Background: an optimization exercise with open tools, aiming at small area. Do not read the settings as production practice.
Function was checked by simulation only, so behaviour that the tests miss may differ from the original.
Power figures rest on the tool's default switching activity, not on a simulated workload.

==> design.v <==
package opfwd_pkg;
  localparam int NUM_REGS = 32;
  typedef logic [4:0]  reg_addr_t;   
  typedef logic [31:0] xlen_t;       
  typedef logic [1:0]  fwd_sel_t;    
  typedef logic [1:0]  op_t;         
  localparam fwd_sel_t FWD_NONE = 2'd0;   
  localparam fwd_sel_t FWD_E    = 2'd1;
  localparam fwd_sel_t FWD_M    = 2'd2;
  localparam fwd_sel_t FWD_W    = 2'd3;
  localparam op_t OP_ADD = 2'd0;
  localparam op_t OP_XOR = 2'd1;
  localparam op_t OP_LDI = 2'd2;   
  typedef struct packed {
    logic      valid;
    op_t       op;
    reg_addr_t rs1;
    reg_addr_t rs2;
    logic      use_rs1;
    logic      use_rs2;
    reg_addr_t rd;
    logic      writes_rd;
    xlen_t     imm;
  } issue_req_t;
  typedef struct packed {
    reg_addr_t addr;
    xlen_t     data;
  } fwd_port_t;
  typedef struct packed {
    logic      valid;
    reg_addr_t rd;
    xlen_t     data;
  } wb_port_t;
  typedef struct packed {
    logic      valid;
    op_t       op;
    reg_addr_t rd;
    logic      writes_rd;
    xlen_t     op1;
    xlen_t     op2;
    xlen_t     imm;
  } stage_t;
endpackage
`timescale 1ns/1ps
module reg_file (
  input  logic                clk,
  input  logic                arst_n,
  input  opfwd_pkg::reg_addr_t rs1_addr,
  input  opfwd_pkg::reg_addr_t rs2_addr,
  output opfwd_pkg::xlen_t    rs1_data,
  output opfwd_pkg::xlen_t    rs2_data,
  input  opfwd_pkg::wb_port_t wb
);
  opfwd_pkg::xlen_t regs [1:opfwd_pkg::NUM_REGS-1];   
  always_ff @(posedge clk or negedge arst_n) begin
    if (!arst_n) begin
      for (int i = 1; i < opfwd_pkg::NUM_REGS; i++) begin
        regs[i] <= '0;
      end
    end else if (wb.valid && (wb.rd != '0)) begin
      regs[wb.rd] <= wb.data;   
    end
  end
  always_comb begin
    rs1_data = (rs1_addr == '0) ? '0 : regs[rs1_addr];
    rs2_data = (rs2_addr == '0) ? '0 : regs[rs2_addr];
  end
endmodule
`timescale 1ns/1ps
module reg_scoreboard (
  input  logic                  clk,
  input  logic                  arst_n,
  input  opfwd_pkg::issue_req_t req,
  input  logic                  accept,
  input  opfwd_pkg::wb_port_t   wb,
  output logic                  op1_ready,
  output logic                  op2_ready
);
  logic [opfwd_pkg::NUM_REGS-1:0] pending;
  opfwd_pkg::reg_addr_t set_rd;   
  opfwd_pkg::reg_addr_t e_rd;     
  opfwd_pkg::reg_addr_t m_rd;
  logic                 clr_ok;
  assign set_rd = (accept && req.writes_rd) ? req.rd : '0;
  assign clr_ok = wb.valid && (wb.rd != '0) && (wb.rd != e_rd) && (wb.rd != m_rd);
  always_ff @(posedge clk or negedge arst_n) begin
    if (!arst_n) begin
      pending <= '0;
      e_rd    <= '0;
      m_rd    <= '0;
    end else begin
      e_rd <= set_rd;
      m_rd <= e_rd;
      if (clr_ok) begin
        pending[wb.rd] <= 1'b0;
      end
      if (set_rd != '0) begin
        pending[set_rd] <= 1'b1;   
      end
    end
  end
  assign op1_ready = !req.use_rs1 || !pending[req.rs1];
  assign op2_ready = !req.use_rs2 || !pending[req.rs2];
endmodule
`timescale 1ns/1ps
module forward_arbiter (
  input  logic                 op1_ready,
  input  logic                 op2_ready,
  input  opfwd_pkg::reg_addr_t rs1_addr,
  input  opfwd_pkg::reg_addr_t rs2_addr,
  input  opfwd_pkg::reg_addr_t fwd_e_addr,
  input  opfwd_pkg::reg_addr_t fwd_m_addr,
  input  opfwd_pkg::reg_addr_t fwd_w_addr,
  output logic                 is_data_hazard,
  output opfwd_pkg::fwd_sel_t  rs1_forward_selector,
  output opfwd_pkg::fwd_sel_t  rs2_forward_selector
);
  logic op1_data_hazard;
  logic op2_data_hazard;
  assign is_data_hazard = op1_data_hazard || op2_data_hazard;
  always_comb begin
    rs1_forward_selector = opfwd_pkg::FWD_NONE;
    op1_data_hazard      = 1'b0;
    if (!op1_ready) begin
      case (rs1_addr)
        fwd_e_addr: rs1_forward_selector = opfwd_pkg::FWD_E;
        fwd_m_addr: rs1_forward_selector = opfwd_pkg::FWD_M;
        fwd_w_addr: rs1_forward_selector = opfwd_pkg::FWD_W;
        default: begin
          op1_data_hazard = 1'b1;   
        end
      endcase
    end
  end
  always_comb begin
    rs2_forward_selector = opfwd_pkg::FWD_NONE;
    op2_data_hazard      = 1'b0;
    if (!op2_ready) begin
      case (rs2_addr)
        fwd_e_addr: rs2_forward_selector = opfwd_pkg::FWD_E;
        fwd_m_addr: rs2_forward_selector = opfwd_pkg::FWD_M;
        fwd_w_addr: rs2_forward_selector = opfwd_pkg::FWD_W;
        default: begin
          op2_data_hazard = 1'b1;
        end
      endcase
    end
  end
endmodule
`timescale 1ns/1ps
module operand_issue (
  input  logic                  clk,
  input  logic                  arst_n,
  input  opfwd_pkg::issue_req_t req,
  input  logic                  op1_ready,
  input  logic                  op2_ready,
  input  opfwd_pkg::xlen_t      rs1_data,
  input  opfwd_pkg::xlen_t      rs2_data,
  input  opfwd_pkg::fwd_port_t  fwd_e,
  input  opfwd_pkg::fwd_port_t  fwd_m,
  input  opfwd_pkg::fwd_port_t  fwd_w,
  output logic                  stall,
  output logic                  accept,
  output opfwd_pkg::stage_t     e_entry
);
  logic                is_data_hazard;
  opfwd_pkg::fwd_sel_t rs1_sel;
  opfwd_pkg::fwd_sel_t rs2_sel;
  opfwd_pkg::xlen_t    op1_val;
  opfwd_pkg::xlen_t    op2_val;
  opfwd_pkg::stage_t   e_next;
  forward_arbiter i_forward_arbiter (
    .op1_ready            (op1_ready),
    .op2_ready            (op2_ready),
    .rs1_addr             (req.rs1),
    .rs2_addr             (req.rs2),
    .fwd_e_addr           (fwd_e.addr),
    .fwd_m_addr           (fwd_m.addr),
    .fwd_w_addr           (fwd_w.addr),
    .is_data_hazard       (is_data_hazard),
    .rs1_forward_selector (rs1_sel),
    .rs2_forward_selector (rs2_sel)
  );
  assign stall  = req.valid && is_data_hazard;
  assign accept = req.valid && !is_data_hazard;
  always_comb begin
    case (rs1_sel)
      opfwd_pkg::FWD_E: op1_val = fwd_e.data;
      opfwd_pkg::FWD_M: op1_val = fwd_m.data;
      opfwd_pkg::FWD_W: op1_val = fwd_w.data;
      default:          op1_val = rs1_data;
    endcase
    case (rs2_sel)
      opfwd_pkg::FWD_E: op2_val = fwd_e.data;
      opfwd_pkg::FWD_M: op2_val = fwd_m.data;
      opfwd_pkg::FWD_W: op2_val = fwd_w.data;
      default:          op2_val = rs2_data;
    endcase
  end
  always_comb begin
    e_next.valid     = accept;   
    e_next.op        = req.op;
    e_next.rd        = req.rd;
    e_next.writes_rd = req.writes_rd;
    e_next.op1       = op1_val;
    e_next.op2       = op2_val;
    e_next.imm       = req.imm;
  end
  always_ff @(posedge clk or negedge arst_n) begin
    if (!arst_n) begin
      e_entry <= '0;
    end else begin
      e_entry <= e_next;
    end
  end
endmodule
`timescale 1ns/1ps
module exec_pipe (
  input  logic                 clk,
  input  logic                 arst_n,
  input  opfwd_pkg::stage_t    e_entry,
  output opfwd_pkg::fwd_port_t fwd_e,
  output opfwd_pkg::fwd_port_t fwd_m,
  output opfwd_pkg::fwd_port_t fwd_w,
  output opfwd_pkg::wb_port_t  wb
);
  opfwd_pkg::xlen_t     alu_res;
  opfwd_pkg::reg_addr_t e_rd;       
  opfwd_pkg::reg_addr_t e_ldi_rd;   
  logic                 m_valid;
  opfwd_pkg::op_t       m_op;
  opfwd_pkg::reg_addr_t m_rd;       
  opfwd_pkg::xlen_t     m_alu;
  opfwd_pkg::xlen_t     m_imm;
  opfwd_pkg::xlen_t     m_res;
  opfwd_pkg::wb_port_t  w_q;
  always_comb begin
    case (e_entry.op)
      opfwd_pkg::OP_XOR: alu_res = e_entry.op1 ^ e_entry.op2;
      default:           alu_res = e_entry.op1 + e_entry.op2;
    endcase
  end
  assign e_rd     = (e_entry.valid && e_entry.writes_rd) ? e_entry.rd : '0;
  assign e_ldi_rd = (e_entry.op == opfwd_pkg::OP_LDI) ? e_rd : '0;
  always_ff @(posedge clk or negedge arst_n) begin
    if (!arst_n) begin
      m_valid <= 1'b0;
      m_op    <= opfwd_pkg::OP_ADD;
      m_rd    <= '0;
    end else begin
      m_valid <= e_entry.valid;
      m_op    <= e_entry.op;
      m_rd    <= e_rd;
    end
  end
  always_ff @(posedge clk) begin
    m_alu <= alu_res;
    m_imm <= e_entry.imm;
  end
  assign m_res = (m_op == opfwd_pkg::OP_LDI) ? m_imm : m_alu;   
  always_ff @(posedge clk or negedge arst_n) begin
    if (!arst_n) begin
      w_q <= '0;
    end else begin
      w_q.valid <= m_valid;
      w_q.rd    <= m_rd;
      w_q.data  <= m_res;
    end
  end
  always_comb begin
    fwd_e.addr = (e_entry.op == opfwd_pkg::OP_LDI) ? '0 : e_rd;
    fwd_e.data = alu_res;
    fwd_m.addr = (m_rd == e_ldi_rd) ? '0 : m_rd;
    fwd_m.data = m_res;
    fwd_w.addr = (w_q.rd == e_ldi_rd) ? '0 : w_q.rd;
    fwd_w.data = w_q.data;
  end
  assign wb = w_q;   
endmodule
`timescale 1ns/1ps
module opfwd_core (
  input  logic                  clk,
  input  logic                  arst_n,
  input  opfwd_pkg::issue_req_t req,
  output logic                  stall,
  output opfwd_pkg::wb_port_t   retire
);
  logic                 op1_ready;
  logic                 op2_ready;
  logic                 accept;
  opfwd_pkg::xlen_t     rs1_data;
  opfwd_pkg::xlen_t     rs2_data;
  opfwd_pkg::fwd_port_t fwd_e;
  opfwd_pkg::fwd_port_t fwd_m;
  opfwd_pkg::fwd_port_t fwd_w;
  opfwd_pkg::wb_port_t  wb;
  opfwd_pkg::stage_t    e_entry;
  reg_file i_reg_file (
    .clk      (clk),
    .arst_n   (arst_n),
    .rs1_addr (req.rs1),
    .rs2_addr (req.rs2),
    .rs1_data (rs1_data),
    .rs2_data (rs2_data),
    .wb       (wb)
  );
  reg_scoreboard i_reg_scoreboard (
    .clk       (clk),
    .arst_n    (arst_n),
    .req       (req),
    .accept    (accept),
    .wb        (wb),
    .op1_ready (op1_ready),
    .op2_ready (op2_ready)
  );
  operand_issue i_operand_issue (
    .clk       (clk),
    .arst_n    (arst_n),
    .req       (req),
    .op1_ready (op1_ready),
    .op2_ready (op2_ready),
    .rs1_data  (rs1_data),
    .rs2_data  (rs2_data),
    .fwd_e     (fwd_e),
    .fwd_m     (fwd_m),
    .fwd_w     (fwd_w),
    .stall     (stall),
    .accept    (accept),
    .e_entry   (e_entry)
  );
  exec_pipe i_exec_pipe (
    .clk     (clk),
    .arst_n  (arst_n),
    .e_entry (e_entry),
    .fwd_e   (fwd_e),
    .fwd_m   (fwd_m),
    .fwd_w   (fwd_w),
    .wb      (wb)
  );
  assign retire = wb;
endmodule
`timescale 1ns/1ps
module opfwd_top (
  input  logic        clk,
  input  logic        arst_n,
  input  logic        req_valid,
  input  logic [1:0]  req_op,
  input  logic [4:0]  req_rs1,
  input  logic [4:0]  req_rs2,
  input  logic        req_use_rs1,
  input  logic        req_use_rs2,
  input  logic [4:0]  req_rd,
  input  logic        req_writes_rd,
  input  logic [31:0] req_imm,
  output logic        stall,
  output logic        retire_valid,
  output logic [4:0]  retire_rd,
  output logic [31:0] retire_data
);
  opfwd_pkg::issue_req_t req;
  opfwd_pkg::wb_port_t   retire;
  always_comb begin
    req           = '0;
    req.valid     = req_valid;
    req.op        = req_op;
    req.rs1       = req_rs1;
    req.rs2       = req_rs2;
    req.use_rs1   = req_use_rs1;
    req.use_rs2   = req_use_rs2;
    req.rd        = req_rd;
    req.writes_rd = req_writes_rd;
    req.imm       = req_imm;
  end
  opfwd_core i_opfwd_core (
    .clk    (clk),
    .arst_n (arst_n),
    .req    (req),
    .stall  (stall),
    .retire (retire)
  );
  assign retire_valid = retire.valid;
  assign retire_rd    = retire.rd;
  assign retire_data  = retire.data;
endmodule
==> run.sh <==
#!/bin/bash
# synth_recipe.tcl (not shown) runs the flow's synth.tcl, then flattens the netlist and writes it again
# the make line also repeats each setting of config.mk as NAME=value (left out here)
make -C /OpenROAD-flow-scripts/flow DESIGN_CONFIG=/design/flow/config.mk WORK_HOME=/design/flow/orfs CLKGATE_MAP_FILE= SYNTH_SCRIPT=/design/flow/synth_recipe.tcl finish
==> config.mk <==
export PLATFORM = sky130hd
export DESIGN_NAME = opfwd_top
export DESIGN_NICKNAME = opfwd_top
export VERILOG_FILES = /design/flow/design.v
export SDC_FILE = /design/flow/constraint.sdc
export NUM_CORES = 4
export LEC_CHECK = 0
export CAP_MARGIN = 20
export CORE_MARGIN = 2
export CORE_UTILIZATION = 40
export SLEW_MARGIN = 20
==> constraint.sdc <==
create_clock -name core_clock -period 5.0 [get_ports {clk}]
set_input_delay 1.0000 -clock core_clock [delete_from_list [all_inputs] [get_ports {clk}]]
set_output_delay 1.0000 -clock core_clock [all_outputs]
set_load 0.01 [all_outputs]
==> run notes <==
[report_power, final]
part	switching, W	internal, W	total (W)
Combinational	0.00114	0.000441	0.00159
Clock	0.00441	0.00589	0.0103
Sequential	0.000185	0.0103	0.0104
Total	0.00574	0.0166	0.0223
[per-stage QoR]
stage / utilization (%) / area, sq um / std cells / total power, W
3_5_place_dp: 44.0 / 66000 / 7018 / 0.0121
4_1_cts: 47.0 / 70500 / 7260 / 0.0223
3_3_place_gp: 44.0 / 66000 / 7016 / 0.0121
2_1_floorplan: - / 60500 / 5033 / 0.0112
5_1_grt: 47.1 / 70600 / 7267 / 0.0229
6_report: 47.1 / 70600 / 7274 / 0.0223
[cell type report]
class	count	area (sq um)	share of cell area (%)
Sequential cell	1249	30900	43.8
Clock buffer	198	3970	5.62
Antenna cell	8	20.0	0.0283
Timing Repair Buffer	446	4420	6.25
Multi-Input combinational cell	3267	28100	39.8
Clock inverter	44	493	0.698
Tap cell	2016	2520	3.57
Inverter	46	173	0.244
[metal layers]
| layer | share of wire [%] | wire, um | GRT usage [%] |
|---|---|---|---|
| met5 | 0.042 | 117 | 0 |
| met4 | 8.0 | 22100 | 22.0 |
| met3 | 15 | 40400 | 14.3 |
| met2 | 40 | 111000 | 49.2 |
| met1 | 37 | 104000 | 46.0 |
[worst reg2reg max path: cells and delay by family (launching register included)]
family | cells | cell delay (ns)
fa+ha+maj | 2 | 0.55
flops | 1 | 0.75
compound gates | 5 | 1.12
simple gates | 8 | 1.57
xor+xnor | 1 | 0.18
[how the worst max path moves through the flow]
stage / depth (start not counted) / from / slack, ns / endpoint
final: 13 / i_opfwd_core.i_operand_issue.e_entry[102] / 0.19 / stall
after floorplan: 20 / req_rs1[0] / 0.008 / i_opfwd_core.i_reg_scoreboard.pending[11]
after detailed placement: 16 / req_rs1[1] / -0.02 / i_opfwd_core.i_reg_scoreboard.pending[25]
after global placement: 16 / req_rs1[1] / 0.04 / i_opfwd_core.i_reg_scoreboard.pending[14]
after CTS: 10 / i_opfwd_core.i_operand_issue.e_entry[102] / 0.01 / stall
after global routing: 10 / i_opfwd_core.i_operand_issue.e_entry[97] / 0.002 / stall
[repair_timing]
action                     CTS  global route
setup endpoints to repair    1             1
pin swaps                    0             2
resized for setup            1             5
buffers inserted             0             3
[cell families after synthesis]
logic type                 Yosys count  synth area share [%]
xor gates and xnor gates            67                 0.971
muxes                             1048                  19.9
adders and majority gates           43                 0.903
AOI/OAI and AO/OA                 1344                  17.3
buffers and inverters              517                  3.29
DFF                               1249                  51.2
and+or+nand+nor                    765                  6.49
[synthesized netlist by cell type (92+ instances only)]
cell	instances	area [sq um]
buf_1	117	439
a221oi_1	263	2300
nand3_1	103	515
a22oi_1	352	2640
nor2_1	129	484
nand2_1	154	578
a222oi_1	92	921
dfrtp_1	1185	29700
clkbuf_1	332	1250
nor3_1	93	465
a22o_1	252	2210
a21oi_1	166	831
nand4_1	138	863
mux2_2	1014	11400
[flip-flops by register name, summed over array words and instances, names as in the netlist]
register	count
i_opfwd_core.i_exec_pipe.m_alu	32
i_opfwd_core.i_exec_pipe.m_valid	1
i_opfwd_core.i_reg_scoreboard.m_rd	5
i_opfwd_core.i_exec_pipe.m_rd	5
i_opfwd_core.i_exec_pipe.w_q	38
i_opfwd_core.i_reg_scoreboard.e_rd	5
i_opfwd_core.i_reg_file.regs	992
i_opfwd_core.i_exec_pipe.m_imm	32
i_opfwd_core.i_reg_scoreboard.pending	32
i_opfwd_core.i_exec_pipe.m_op	2
i_opfwd_core.i_operand_issue.e_entry	105
==> metrics.csv <==
metric;value;unit
status;timing/DRC/antenna clean;
cp_max_fo;7;
viasPerCell;7.15;
reg2reg_slack;0.73;ns
crit_path_start_kind;flop;
crit_top_cell;buf_4;
hold_slack;0.136;ns
grt_max_degree;129;
grt_pass1_wl;388;mm
drive_gt1_share;33.0;%
worst_slack;0.186;ns
pre_cts_ws;-0.0175;ns
final_common_cell;dfrtp_1;
maxSlewViolCount;0;
cp-end-kind;primary output;
async_flop_share;94.9;%
ioPinCount;94;
finClkSkew;0.0307;ns
route.antenna.remaining_nets;0;
power.leakage;32.5;nW
crit_type;reg2out;
power_density;316;mW/mm^2
finalNetCount;5243;
yosys_warnings;7;
grt_usage;35.5;%
port_buffers;93;
ys_seq_elements;1249;
path_buf_inv;4;
fin_crit_sh;96.3;%
grt_setup_unrepaired;no;
grt_pass1_vias;50700;
place_congestion;0.981;
rr_worst_depth;16;
finalSetupTns;0;ns
syn_nets;5131;
cts_tree;yes;
num_rows;142;
worst_r2r_startpoint;i_opfwd_core.i_operand_issue.e_entry[100];
hold_buffers;0;
yosysSeqAreaShare;51.2;%
fp.dieH;393;um
most-common-layout-cells;1179 x dfrtp_1, 1014 x mux2_2, 352 x a22oi_1, 288 x buf_4, 263 x a221oi_1;
min_period;4.81;ns
area_delta_synth_final;16.9;%
critPathSlowestCell;clkdlybuf4s50_1;
crit_family;buffers and inverters;
max-slew-margin-rel;11.8;%
routed_wl;278;mm
clkTransAtPathRegs;0.06;ns
drtIter0Drc;8777;
wl_per_cell;38.2;um
ir_worst_vdd;359;uV
vias;52000;
coreArea;0.150;sq mm
clock_sinks;1249;
hold_viol;0;
r2r_end;i_opfwd_core.i_reg_scoreboard.pending[25];
hp-class;in2async;
fill_cells;13500;
htreeDepth;4;
crit_arrival;3.81;ns
die_area;0.154;sq mm
crit_chain;nand4b_1 > buf_4 > buf_4 > nor3b_1 > nor4_2 > nand4_2 > buf_4 > mux2i_1 > a221oi_2 > or2_4 > o21a_1 > nor2b_1 > clkdlybuf4s50_1;
drc;0;
crit_path_max_incr_delay;0.54;ns
syn-cell-area;0.0604;sq mm
antenna_found_initial;9;
die_x;393;um
clkLatencyLatePin;0.82;ns
clockBufferDepth;3;
ys.flop_type;dfrtp_1;
detailedPlacementHpwl;166;mm
grt_overflow;0;
crit_required;4.00;ns
fmax;208;MHz
synthDistinctLibCells;79;
synth_area_per_cell;12.0;sq um
initial_core_util;40.3;%
first_pass_iters;14;
worst_pin_slew;1.32;ns
setup-violations-final;0;
syn-instance-count;5033;
maxCapViolCount;0;
cts_buffers;135;
synth-edff-count;0;
root_buffer;clkbuf_16;

==> static timing again, ports no longer ideal <==
The flow's constraints put no driver on any port. The routed layout listed below was extracted and timed again, unchanged, in two steps.
Step 1 (the two cells are an assumption about what drives the block):
set clk [get_ports {clk}]
set_driving_cell -lib_cell sky130_fd_sc_hd__clkbuf_16 $clk
set_driving_cell -lib_cell sky130_fd_sc_hd__buf_2 [delete_from_list [all_inputs] $clk]
Step 2 adds t to the input delays and takes it off the output delays; t is the mean of the earliest and latest rising clock arrival at the registers after step 1. Input paths then give back, and output paths get back, about the clock's delay inside the block.
Three values: ideal, step 1, step 2; two values: the first two.
shift t [ns]: 0.870
slack for setup (ns): 0.186 / 0.113 / -0.036
worst setup path at the end: input to register
worst register clock-pin slew, ns: 0.07 / 0.07
pins driven straight from the clock port: 1
With both steps, setup timing fails in this run, where it was met with ideal ports. The setup slack of this run moves by -0.073 ns with the drivers and by -0.222 ns with both steps.
